What follows belongs to an exercise in optimizing a design on an open flow for a short achievable clock period and few clock cycles; a production flow would make more cautious choices. At most, simulation tests tie the RTL to the original design; equivalence was not proved. Power is estimated from default activity; no workload was simulated.

==> job 5054: inputs <==
==> flow/design.v <==
module core_top (
    input  logic        clock,
    input  logic        reset_ALUop_2_3,
    output logic [15:0] pc_addr,
    input  logic [15:0] inst,
    output logic [15:0] mem_addr,
    output logic [15:0] mem_write_data,
    output logic        mem_write,
    input  logic [15:0] mem_read_data
);
    logic [15:0] pc;
    logic [15:0] regs [1:7];    
    logic        e_we;          
    logic        e_ld;          
    logic        e_st;          
    logic [2:0]  e_dest;
    logic [15:0] e_b;           
    logic [15:0] e_x;           
    logic [15:0] e_s;           
    logic        e_byp_b;       
    logic        e_byp_x;       
    logic        e_byp_s;       
    logic        e_byp;         
    logic        e_inv;         
    logic        e_cin;
    logic        e_add, e_and, e_or, e_xor, e_sll, e_srl;
    logic [3:0]  e_shamt;
    logic        m_ld;
    logic [2:0]  m_dest;
    logic [1:0]  cls;
    logic [2:0]  ra, rb;
    logic [3:0]  funct;
    logic [15:0] imm;
    logic        is_ld, is_st, is_li, is_rop;
    logic        f_add, f_sub, f_and, f_or, f_xor, f_sll, f_srl, f_ok;
    assign cls   = inst[15:14];
    assign ra    = inst[13:11];
    assign rb    = inst[10:8];
    assign funct = inst[7:4];
    assign imm   = {{8{inst[7]}}, inst[7:0]};
    assign is_ld  = (cls == 2'b00);
    assign is_st  = (cls == 2'b01);
    assign is_li  = (cls == 2'b10);
    assign is_rop = (cls == 2'b11);
    assign f_add = (funct == 4'd0);
    assign f_sub = (funct == 4'd1);
    assign f_and = (funct == 4'd2);
    assign f_or  = (funct == 4'd3);
    assign f_xor = (funct == 4'd4);
    assign f_sll = (funct == 4'd8);
    assign f_srl = (funct == 4'd9);
    assign f_ok  = f_add | f_sub | f_and | f_or | f_xor | f_sll | f_srl;
    logic [15:0] res;           
    logic [15:0] rf_a, rf_b;
    logic        hit_e_a, hit_e_b, hit_l_a, hit_l_b, hit_m_a, hit_m_b;
    logic [15:0] va, vb;
    assign rf_a = (ra == 3'd0) ? 16'd0 : regs[ra];
    assign rf_b = (rb == 3'd0) ? 16'd0 : regs[rb];
    assign hit_e_a = e_we && (e_dest == ra);
    assign hit_e_b = e_we && (e_dest == rb);
    assign hit_l_a = e_ld && (e_dest == ra);
    assign hit_l_b = e_ld && (e_dest == rb);
    assign hit_m_a = m_ld && (m_dest == ra);
    assign hit_m_b = m_ld && (m_dest == rb);
    assign va = hit_e_a ? res : hit_m_a ? mem_read_data : rf_a;
    assign vb = hit_e_b ? res : hit_m_b ? mem_read_data : rf_b;
    always_ff @(posedge clock or posedge reset_ALUop_2_3) begin
        if (reset_ALUop_2_3) begin
            pc   <= 16'd0;
            e_we <= 1'b0;
            e_ld <= 1'b0;
            e_st <= 1'b0;
        end else begin
            pc   <= pc + 16'd1;
            e_we <= (is_li || (is_rop && f_ok)) && (rb != 3'd0);
            e_ld <= is_ld && (ra != 3'd0);
            e_st <= is_st;
        end
    end
    always_ff @(posedge clock) begin
        e_dest  <= is_ld ? ra : rb;
        e_b     <= is_li ? 16'd0 : vb;
        e_x     <= (is_rop && !f_sub) ? va : (is_rop ? ~va : imm);
        e_s     <= va;
        e_byp_b <= hit_l_b && !is_li;
        e_byp_x <= hit_l_a && is_rop;
        e_byp_s <= hit_l_a && is_st;
        e_byp   <= (hit_l_b && !is_li) || (hit_l_a && is_rop);
        e_inv   <= is_rop && f_sub;
        e_cin   <= is_rop && f_sub;
        e_add   <= !is_rop || f_add || f_sub;
        e_and   <= is_rop && f_and;
        e_or    <= is_rop && f_or;
        e_xor   <= is_rop && f_xor;
        e_sll   <= is_rop && f_sll;
        e_srl   <= is_rop && f_srl;
        e_shamt <= inst[3:0];
    end
    logic [15:0] bb, xb, sum_m, sum_b, sum, other;
    assign bb = e_byp_b ? mem_read_data : e_b;
    assign xb = e_byp_x ? (e_inv ? ~mem_read_data : mem_read_data) : e_x;
    assign sum_m = e_b + e_x + {15'd0, e_cin};
    assign sum_b = bb + xb + {15'd0, e_cin};
    assign sum   = e_byp ? sum_b : sum_m;
    assign other = ({16{e_and}} & (bb & xb)) |
                   ({16{e_or}}  & (bb | xb)) |
                   ({16{e_xor}} & (bb ^ xb)) |
                   ({16{e_sll}} & (bb << e_shamt)) |
                   ({16{e_srl}} & (bb >> e_shamt));
    assign res = e_add ? sum : other;
    always_ff @(posedge clock or posedge reset_ALUop_2_3) begin
        if (reset_ALUop_2_3) begin
            for (int i = 1; i < 8; i++) regs[i] <= 16'd0;
        end else begin
            for (int i = 1; i < 8; i++) begin
                if (e_we && (e_dest == 3'(i)))
                    regs[i] <= res;
                else if (m_ld && (m_dest == 3'(i)))
                    regs[i] <= mem_read_data;
            end
        end
    end
    always_ff @(posedge clock or posedge reset_ALUop_2_3) begin
        if (reset_ALUop_2_3) begin
            mem_write <= 1'b0;
            m_ld      <= 1'b0;
        end else begin
            mem_write <= e_st;
            m_ld      <= e_ld;
        end
    end
    always_ff @(posedge clock) begin
        m_dest         <= e_dest;
        mem_addr       <= sum;
        mem_write_data <= e_byp_s ? mem_read_data : e_s;
    end
    assign pc_addr = pc;
endmodule
==> flow/run.sh <==
#!/bin/bash
# synth_recipe.tcl (not shown) runs the flow's synth.tcl, then flattens the netlist and writes it again
# the make line also repeats each setting of config.mk as NAME=value (left out here)
make -C /OpenROAD-flow-scripts/flow DESIGN_CONFIG=/design/flow/config.mk WORK_HOME=/design/flow/orfs CLKGATE_MAP_FILE= SYNTH_SCRIPT=/design/flow/synth_recipe.tcl finish
==> flow/config.mk <==
export PLATFORM = sky130hd
export DESIGN_NAME = core_top
export DESIGN_NICKNAME = core_top
export VERILOG_FILES = /design/flow/design.v
export SDC_FILE = /design/flow/constraint.sdc
export NUM_CORES = 4
export LEC_CHECK = 0
export CAP_MARGIN = 20
export CORE_MARGIN = 2
export CORE_UTILIZATION = 40
export SLEW_MARGIN = 20
==> flow/constraint.sdc <==
create_clock -name core_clock -period 4.5 [get_ports {clock}]
set_input_delay 0.9000 -clock core_clock [delete_from_list [all_inputs] [get_ports {clock}]]
set_output_delay 0.9000 -clock core_clock [all_outputs]
set_load 0.01 [all_outputs]
==> inputs of job 8727, as changes to job 5054 <==
--- a/flow/design.v
+++ b/flow/design.v
@@ -101,4 +101,7 @@
     assign xb = e_byp_x ? (e_inv ? ~mem_read_data : mem_read_data) : e_x;
-    assign sum_m = e_b + e_x + {15'd0, e_cin};
-    assign sum_b = bb + xb + {15'd0, e_cin};
+    logic [16:0] sum_m17, sum_b17;
+    assign sum_m17 = {e_b, 1'b1} + {e_x, e_cin};    
+    assign sum_b17 = {bb, 1'b1} + {xb, e_cin};
+    assign sum_m   = sum_m17[16:1];
+    assign sum_b   = sum_b17[16:1];
     assign sum   = e_byp ? sum_b : sum_m;
--- a/flow/config.mk
+++ b/flow/config.mk
@@ -7,2 +7,3 @@
 export LEC_CHECK = 0
+export ABC_CLOCK_PERIOD_IN_PS = 2000
 export CAP_MARGIN = 20
@@ -10,2 +11,3 @@
 export CORE_UTILIZATION = 40
+export SETUP_SLACK_MARGIN = 2.0
 export SLEW_MARGIN = 20
==> summary of the runs <==
- Die area: job 8727 is lower than job 5054 (0.63%).
- Between job 5054 and job 8727, the lower setup slack is in job 5054 (gap 790 ps).
- Of job 8727 and job 5054, job 8727 has the higher via count (gap about 9%, measured against job 5054).
- Of job 8727 and job 5054, job 8727 has the higher clock power (gap about 8%, measured against job 5054).
- Of job 8727 and job 5054, job 8727 has the higher combinational power (gap about 40%, measured against job 5054).
- In job 5054 the register-to-register slack is lower than in job 8727, by 360 ps.
- Against job 8727, the routed wire length of job 5054 is lower by about 11%.
- Between job 8727 and job 5054, the lower utilization is in job 5054 (gap 7.6 points).
- In job 8727 the synthesized cell count is higher than in job 5054, by 1.9%.
Testbench counts of job 8727, summed over its fixed seeds: cycles 19,632.
The RTL of job 5054 was laid out without a check of its function.


==> inputs of run X <==
core_top, a different RTL version from the one above (not shown whole).
Settings: LEC_CHECK=0, ABC_CLOCK_PERIOD_IN_PS=2000, CAP_MARGIN=20, CORE_MARGIN=2, CORE_UTILIZATION=30, PLACE_DENSITY=0.5, SETUP_SLACK_MARGIN=2.6, SLEW_MARGIN=20, SYNTH_HIERARCHICAL=1, SYNTH_MINIMUM_KEEP_SIZE=0; clock period 4.5 ns.
run.sh (not shown) runs the stock make flow with config.mk's settings and CLKGATE_MAP_FILE= SYNTH_SCRIPT=/design/flow/synth_recipe.tcl, a recipe that flattens the netlist after the stock synthesis.
==> run H (differences from run X) <==
- CORE_UTILIZATION: 30 -> 25
- PLACE_DENSITY: 0.5 -> 0.4
- SETUP_SLACK_MARGIN: 2.6 -> 3.0
==> run G (differences from run X) <==
- CORE_UTILIZATION: 30 -> 25
- PLACE_DENSITY: 0.5 -> 0.4
==> notes <==
Run G passed the timing, DRC and antenna checks. Run H completed without violations. Run X completed without violations.
Of run X and run H, run H has the higher non-clock buffer count (gap 134).
Synthesized area is the same in run H and run X.
Sequential power: run X is smaller than run H (about 1%).
Between run X and run G, the lower clock power is in run X (gap 6.7%, measured against run G).
The lowest core utilization belongs to run G, the highest to run X.
Of run G and run X, run X has the higher global-route usage (gap 2.4 points).
Testbench counts of run X, summed over its fixed seeds: cycles 19,680.
Testbench counts of run H, summed over its fixed seeds: cycles 19,680.
Testbench counts of run G, summed over its fixed seeds: cycles 19,680.

port drivers added, routing unchanged:
The flow's constraints put no driver on any port. The routed layouts listed below were extracted and timed again, unchanged, in two steps. Step 1 (the two cells are an assumption about what drives the block):
set clk [get_ports {clock}]
set_driving_cell -lib_cell sky130_fd_sc_hd__clkbuf_16 $clk
set_driving_cell -lib_cell sky130_fd_sc_hd__buf_2 [delete_from_list [all_inputs] $clk]
Step 2 adds t to the input delays and takes it off the output delays; t is the mean of the earliest and latest rising clock arrival at the registers after step 1. Input paths then give back, and output paths get back, about the clock's delay inside the block. a / b / c = no drivers / after step 1 / after step 2; a / b = the first two.
| run | t, ns | slack for setup (ns) | worst slew at a driven data input, ns |
|---|---|---|---|
| job 5054 | 0.611 | 0.308 / 0.318 / -0.293 | 0.05 |
| job 8727 | 0.633 | 1.101 / 1.101 / 0.524 | 0.07 |
| run X | 0.706 | 2.149 / 2.040 / 1.333 | 0.32 |
| run H | 0.742 | 2.208 / 2.074 / 1.332 | 0.35 |
| run G | 0.746 | 2.175 / 2.099 / 1.438 | 0.35 |
Met with ideal ports but missed after step 2: setup timing in job 5054. The setup slack of run H, which loses most, moves by -0.134 ns with the drivers and by -0.876 ns with both steps.
